What follows belongs to an exercise in optimizing a design on an open flow for small area; a production flow would make more cautious choices.
The RTL was checked by simulation tests, not by an equivalence proof against the original design.
The clock input has no modelled driver; a real chip could not lean on it and would need a root buffer or a full tree.
Power is estimated from default activity; no workload was simulated.

Setup of P:
==> flow/design.v <==
`timescale 1ns/1ps
`default_nettype none
module vga_top (
    input  wire logic   pixelclk,
    input  wire logic   rst,
    output logic [2:0]  rgb,         
    output logic        hsync,
    output logic        vsync
);
    function automatic logic [10:0] add11(logic [10:0] a, logic [10:0] b, logic ci);
        logic c;
        c = ci;
        for (int i = 0; i < 11; i++) begin
            add11[i] = a[i] ^ b[i] ^ c;
            c = (a[i] & b[i]) | (a[i] & c) | (b[i] & c);
        end
    endfunction
    logic [10:0] xo;
    logic [9:0]  yo;
    wire [11:0] xinc = {1'b0, xo} + 12'd1;
    wire        line_end = (xo[9:0] == 10'h3ff) && !xo[10];     
    wire [10:0] yinc = {1'b0, yo} + {10'd0, line_end};
    always_ff @(posedge pixelclk) begin
        if (rst) begin
            xo <= 11'd1022;
            yo <= 10'd1023;
        end else begin
            xo <= xinc[10:0] | (xinc[11] ? 11'd720 : 11'd0);
            yo <= yinc[9:0]  | (yinc[10] ? 10'd218 : 10'd0);
        end
    end
    wire visible = xo[10];
    logic [10:0] xr0, xr1, xr2;
    logic [10:0] yr0, yr1, yr2;
    logic        f2a, f2b, f1b;      
    logic [1:0]  ph;
    logic        ini;                
    logic [1:0]  sel;
    wire [2:0] jph = xo[2:0] - {1'b0, ph};
    wire win     = (xo[10:3] == 8'd90) && !jph[2] && !(jph[1] && jph[0]);
    wire upd     = win && (yo == 10'd985);                      
    wire wrap    = (yo == 10'd1023);                            
    wire ini_end = visible && (xo[9:0] == 10'd3);
    logic [2:0] step;
    always_comb begin
        case (ph)
            2'd0:    step = 3'd2;
            2'd1:    step = 3'd3;
            default: step = 3'd4;
        endcase
    end
    logic [10:0] xinit, yinit;
    always_comb begin
        case (ph)
            2'd0:    begin xinit = {1'b0, 10'(-428)}; yinit = {1'b0, 10'd393}; end
            2'd1:    begin xinit = {1'b1, 10'd402};   yinit = {1'b1, 10'd788}; end
            default: begin xinit = {1'b0, 10'(-428)}; yinit = {1'b0, 10'd404}; end
        endcase
    end
    wire [9:0]  dy  = yr0[9:0];
    logic [9:0] dadd;
    always_comb begin
        if (!win)
            dadd = 10'd0;
        else if (wrap)
            dadd = 10'd219;                          
        else if (upd)
            dadd = yr0[10] ? 10'd1 + {7'd0, step} : 10'd1 - {7'd0, step};
        else
            dadd = 10'd1;
    end
    wire [9:0] ndy  = 10'(add11({1'b0, dy}, {1'b0, dadd}, 1'b0));
    wire       bncy = yr0[10] ? (ndy > 10'd571) : (ndy < 10'd124);    
    function automatic logic [5:0] span_w(logic [5:0] k);
        case (k)
            6'd0: span_w = 6'd49;
            6'd1: span_w = 6'd49;
            6'd2: span_w = 6'd49;
            6'd3: span_w = 6'd49;
            6'd4: span_w = 6'd49;
            6'd5: span_w = 6'd49;
            6'd6: span_w = 6'd49;
            6'd7: span_w = 6'd49;
            6'd8: span_w = 6'd49;
            6'd9: span_w = 6'd49;
            6'd10: span_w = 6'd48;
            6'd11: span_w = 6'd48;
            6'd12: span_w = 6'd48;
            6'd13: span_w = 6'd48;
            6'd14: span_w = 6'd47;
            6'd15: span_w = 6'd47;
            6'd16: span_w = 6'd47;
            6'd17: span_w = 6'd47;
            6'd18: span_w = 6'd46;
            6'd19: span_w = 6'd46;
            6'd20: span_w = 6'd45;
            6'd21: span_w = 6'd45;
            6'd22: span_w = 6'd44;
            6'd23: span_w = 6'd44;
            6'd24: span_w = 6'd43;
            6'd25: span_w = 6'd43;
            6'd26: span_w = 6'd42;
            6'd27: span_w = 6'd42;
            6'd28: span_w = 6'd41;
            6'd29: span_w = 6'd40;
            6'd30: span_w = 6'd39;
            6'd31: span_w = 6'd39;
            6'd32: span_w = 6'd38;
            6'd33: span_w = 6'd37;
            6'd34: span_w = 6'd36;
            6'd35: span_w = 6'd35;
            6'd36: span_w = 6'd34;
            6'd37: span_w = 6'd33;
            6'd38: span_w = 6'd32;
            6'd39: span_w = 6'd31;
            6'd40: span_w = 6'd29;
            6'd41: span_w = 6'd28;
            6'd42: span_w = 6'd27;
            6'd43: span_w = 6'd25;
            6'd44: span_w = 6'd23;
            6'd45: span_w = 6'd21;
            6'd46: span_w = 6'd19;
            6'd47: span_w = 6'd17;
            6'd48: span_w = 6'd13;
            6'd49: span_w = 6'd9;
            6'd50: span_w = 6'd9;
            6'd51: span_w = 6'd9;
            6'd52: span_w = 6'd9;
            6'd53: span_w = 6'd9;
            6'd54: span_w = 6'd9;
            6'd55: span_w = 6'd9;
            6'd56: span_w = 6'd9;
            6'd57: span_w = 6'd9;
            6'd58: span_w = 6'd9;
            6'd59: span_w = 6'd9;
            6'd60: span_w = 6'd9;
            6'd61: span_w = 6'd9;
            6'd62: span_w = 6'd9;
            6'd63: span_w = 6'd9;
            default: span_w = 6'd9;
        endcase
    endfunction
    wire [5:0] kabs = dy[6] ? dy[5:0] : 6'(7'd64 - {1'b0, dy[5:0]});
    wire       dok  = (dy[9:7] == 3'd0) && (dy[6] || dy[5:0] != 6'd0) && (kabs < 6'd50);
    wire [5:0] w    = span_w(kabs);
    wire [9:0]  qx   = xr0[9:0];
    wire [10:0] xadd = upd ? ({11{~xr0[10]}} ^ {8'd0, step}) : xo;
    wire [10:0] xsum = add11(xadd, {qx[9], qx}, upd && !xr0[10]);
    wire [9:0]  nqx  = xsum[9:0];
    wire [9:0]  nqo  = {~nqx[9], nqx[8:0]};       
    wire        bncx = xr0[10] ? (nqo > 10'd974) : (nqo < 10'd60);      
    wire        xok  = (xsum[10:6] == 5'b10111) || (xsum[10:6] == 5'b11000);
    wire [6:0]  v    = {xsum[10:6] == 5'b11000, xsum[5:0]};      
    wire [5:0]  c = xsum[5:0] ^ {6{~v[6]}};
    wire [10:0] e = add11({5'd0, w}, {5'd0, ~c}, v[6]);
    wire e64 = e[6];
    wire e65 = e[6] && (e[5:0] != 6'd0);
    wire e66 = e[6] && (e[5:1] != 5'd0);
    wire e63 = e[6] || (e[5:0] == 6'h3f);
    wire e62 = e[6] || (e[5:1] == 5'h1f);
    wire hok = dok && xok;
    wire h0  = hok && e64;
    wire h1  = hok && (v[6] ? e65 : e63);
    wire h2  = hok && (v[6] ? e66 : e62);
    always_ff @(posedge pixelclk) begin
        xr0 <= xr1;  xr1 <= xr2;
        yr0 <= yr1;  yr1 <= yr2;
        f2a <= h1;   f2b <= h2;  f1b <= f2b;
        if (ini) begin
            xr2 <= xinit;
            yr2 <= yinit;
        end else begin
            xr2 <= upd ? {xr0[10] ^ bncx, nqx} : xr0;
            yr2 <= {yr0[10] ^ (upd && bncy), ndy};
        end
        if (rst) begin
            ph  <= 2'd0;
            ini <= 1'b1;
            sel <= 2'd3;
        end else begin
            ph  <= (ph == 2'd2) ? 2'd0 : ph + 2'd1;
            if (ini_end)
                ini <= 1'b0;
            if (upd && (bncx || bncy))
                sel <= ph;       
        end
    end
    logic b0, b1, b2;
    always_comb begin
        case (ph)
            2'd0:    begin b0 = h0;  b1 = f1b; b2 = f2a; end
            2'd1:    begin b0 = f2a; b1 = h0;  b2 = f1b; end
            default: begin b0 = f1b; b1 = f2a; b2 = h0;  end
        endcase
    end
    wire in_frame = visible && (yo >= 10'd418) && (yo < 10'd986);
    wire in_band  = (yo < 10'd428) || (yo >= 10'd976) || (xo < 11'd1034) || (xo >= 11'd2038);
    always_comb begin
        rgb = 3'b000;
        if (in_frame) begin
            if (b0)           rgb = 3'b100;
            else if (b1)      rgb = 3'b010;
            else if (b2)      rgb = 3'b001;
            else if (in_band) rgb = (sel == 2'd0) ? 3'b100 : (sel == 2'd1) ? 3'b010 :
                                    (sel == 2'd2) ? 3'b001 : 3'b111;
        end
    end
    assign hsync = !(xo >= 11'd744 && xo < 11'd880);
    assign vsync = !(yo >= 10'd988 && yo < 10'd994);
endmodule
`default_nettype wire
==> flow/config.mk <==
export PLATFORM = sky130hd
export DESIGN_NAME = vga_top
export DESIGN_NICKNAME = vga_top
export VERILOG_FILES = /design/flow/design.v
export SDC_FILE = /design/flow/constraint.sdc
export NUM_CORES = 4
export LEC_CHECK = 0
export CAP_MARGIN = 20
export CORE_MARGIN = 2
export CORE_UTILIZATION = 40
export SLEW_MARGIN = 20
export RECOVER_POWER = 100
export BUFFER_PORTS_ARGS = -buffer_cell sky130_fd_sc_hd__buf_1
==> flow/constraint.sdc <==
create_clock -name core_clock -period 15.0 [get_ports {pixelclk}]
set_input_delay 3.0000 -clock core_clock [delete_from_list [all_inputs] [get_ports {pixelclk}]]
set_output_delay 3.0000 -clock core_clock [all_outputs]
set_load 0.01 [all_outputs]
standard.sh (not shown) runs the stock make flow with config.mk's settings and CLKGATE_MAP_FILE= SYNTH_SCRIPT=/design/flow/synth_recipe.tcl, a recipe that flattens the netlist after the stock synthesis.
==> flow/flow/run.sh <==
#!/bin/bash
# Layout flow:
#  1. the standard synthesis (standard.sh synth), unchanged;
#  2. the combinational logic of its netlist re-mapped for area with ABC's
#     default liberty flow (reabc.tcl); flip-flops, their names and cell types
#     are kept exactly as the standard synthesis made them;
#  3. standard ORFS floorplan and placement, with the smallest buffer on the
#     ports;
#  4. a flat clock tree (cts.tcl) instead of TritonCTS: the clock port drives
#     three clkbuf_16, each at the centre of a third of the flip-flops;
#  5. standard ORFS routing and finishing, with power recovery (downsizing of
#     non-critical gates) after global routing.
# Each tool's output goes to a log file in this folder.
set -euo pipefail
cat >> config.mk <<'EOF'
export RECOVER_POWER = 100
export BUFFER_PORTS_ARGS = -buffer_cell sky130_fd_sc_hd__buf_1
EOF
R=orfs/results/sky130hd/vga_top/base
bash standard.sh synth > synth.log 2>&1
cp $R/1_2_yosys.v std_1_2_yosys.v
export LIBFILE=$FLOW_HOME/platforms/sky130hd/lib/sky130_fd_sc_hd__tt_025C_1v80.lib
export FFCELLS=flow/ffcells.txt
export IN_V=std_1_2_yosys.v
export OUT_V=$R/1_2_yosys.v
export DONT_USE_ARGS="$(sed -n '/DONT_USE_CELLS/,/^$/p' $FLOW_HOME/platforms/sky130hd/config.mk | grep -o 'sky130_fd_sc_hd__[a-z0-9_]*' | sed 's/^/-dont_use /' | tr '\n' ' ')"
yosys -c flow/reabc.tcl > reabc.log 2>&1
rm -f $R/1_synth.odb $R/1_synth.sdc
bash standard.sh place > place.log 2>&1
IN_DB=$R/3_place.odb IN_SDC=$R/3_place.sdc OUT_DB=$R/4_1_cts.odb OUT_SDC=$R/4_cts.sdc \
  CTS_NBUF=3 CTS_BUFCELL=sky130_fd_sc_hd__clkbuf_16 \
  openroad -no_init -exit flow/cts.tcl > cts.log 2>&1
bash standard.sh finish > finish.log 2>&1
==> flow/flow/reabc.tcl <==
# Re-map the combinational logic of the standard synthesis netlist with an
# area-oriented ABC script (the clock is relaxed, so ORFS's delay-oriented
# script spends area for nothing). Flip-flop instances, their names and cell
# types are kept exactly as the standard synthesis made them.
yosys -import
set lib $::env(LIBFILE)
read_liberty -ignore_miss_func $lib
foreach c [split [string trim [exec cat $::env(FFCELLS)]]] { blackbox $c }
read_verilog $::env(IN_V)
hierarchy -top vga_top
flatten
opt_clean -purge
techmap
opt -purge
abc -script {+strash;dc2;&get,-n;&dch,-f;&nf,-a,-R,1000;&put} -liberty $lib {*}$::env(DONT_USE_ARGS)
opt_clean -purge
hilomap -singleton -hicell sky130_fd_sc_hd__conb_1 HI -locell sky130_fd_sc_hd__conb_1 LO
splitnets
opt_clean -purge
insbuf -buf sky130_fd_sc_hd__buf_4 A X
stat -liberty $lib
write_verilog -noattr -nohex -nodec -selected $::env(OUT_V)
Other scripts of this flow, unchanged in this note and not shown: flow/flow/cts.tcl, flow/flow/ffcells.txt
Modified inputs, Q compared to P
==> flow/flow/reabc.tcl <==
# Re-map the combinational logic of the standard synthesis netlist with ABC's
# default liberty flow (which comes out smaller than ORFS's delay-oriented
# script at this relaxed clock). Flip-flop instances, their names and cell
# types are kept exactly as the standard synthesis made them.
yosys -import
set lib $::env(LIBFILE)
read_liberty -ignore_miss_func $lib
foreach c [split [string trim [exec cat $::env(FFCELLS)]]] { blackbox $c }
read_verilog $::env(IN_V)
hierarchy -top vga_top
flatten
opt_clean -purge
techmap
opt -purge
abc -liberty $lib {*}$::env(DONT_USE_ARGS)
opt_clean -purge
hilomap -singleton -hicell sky130_fd_sc_hd__conb_1 HI -locell sky130_fd_sc_hd__conb_1 LO
splitnets
opt_clean -purge
insbuf -buf sky130_fd_sc_hd__buf_4 A X
stat -liberty $lib
write_verilog -noattr -nohex -nodec -selected $::env(OUT_V)
Notes after the runs:
Compared to P, Q shows a wider setup margin. Q ended up with ph[1]$_SDFF_PP0_ as its source of the critical timing path; P ended up with xo[9]$_SDFF_PP1_. Summary: with P as the reference, power density normalized to cell area in Q moved down by a few percent. Between P and Q, effective utilization at floorplan decreased. Q ends up with a total non-filler cell area in the finished layout that is about 3.4% higher than in P. Taking P as the reference point, the detailed-route via count of Q rises by about 5%. In the tables for Q and P, worst supply voltage drop on vdd reads higher with Q. Comparing well-tap cell count for Q and P, the bigger number came from Q. Changes observed in Q relative to P: total power went up by 5.5 uW; synthesized cell count went up by about 7%; final weighted congestion in routability-driven placement went down by about 1.5%.
In every run of this note, the design's own scripts or RTL, not TritonCTS, make the clock network.

==> separate check: timing with driven ports <==
In the flow no input, the clock included, has a driving cell. The finished layouts below were timed again as built, in two steps. Step 1 sets driving cells, clkbuf_16 on the clock port and buf_2 on the other inputs (assumed; they add their load-dependent delay and slew). Step 2 times the ports against the registers' clock, not the clock port: input delays grow and output delays shrink by t, the midpoint of the rising clock arrivals with the driver on. Slacks: ideal / step 1 / step 2; pairs: ideal / step 1.
run	t, ns	setup WS [ns]	hold WS [ns]
P	0.238	3.419 / 3.351 / 3.589	0.336 / 0.336 / 0.336
Q	0.232	3.547 / 3.481 / 3.713	0.328 / 0.328 / 0.328
After both steps every run listed still meets setup and hold.
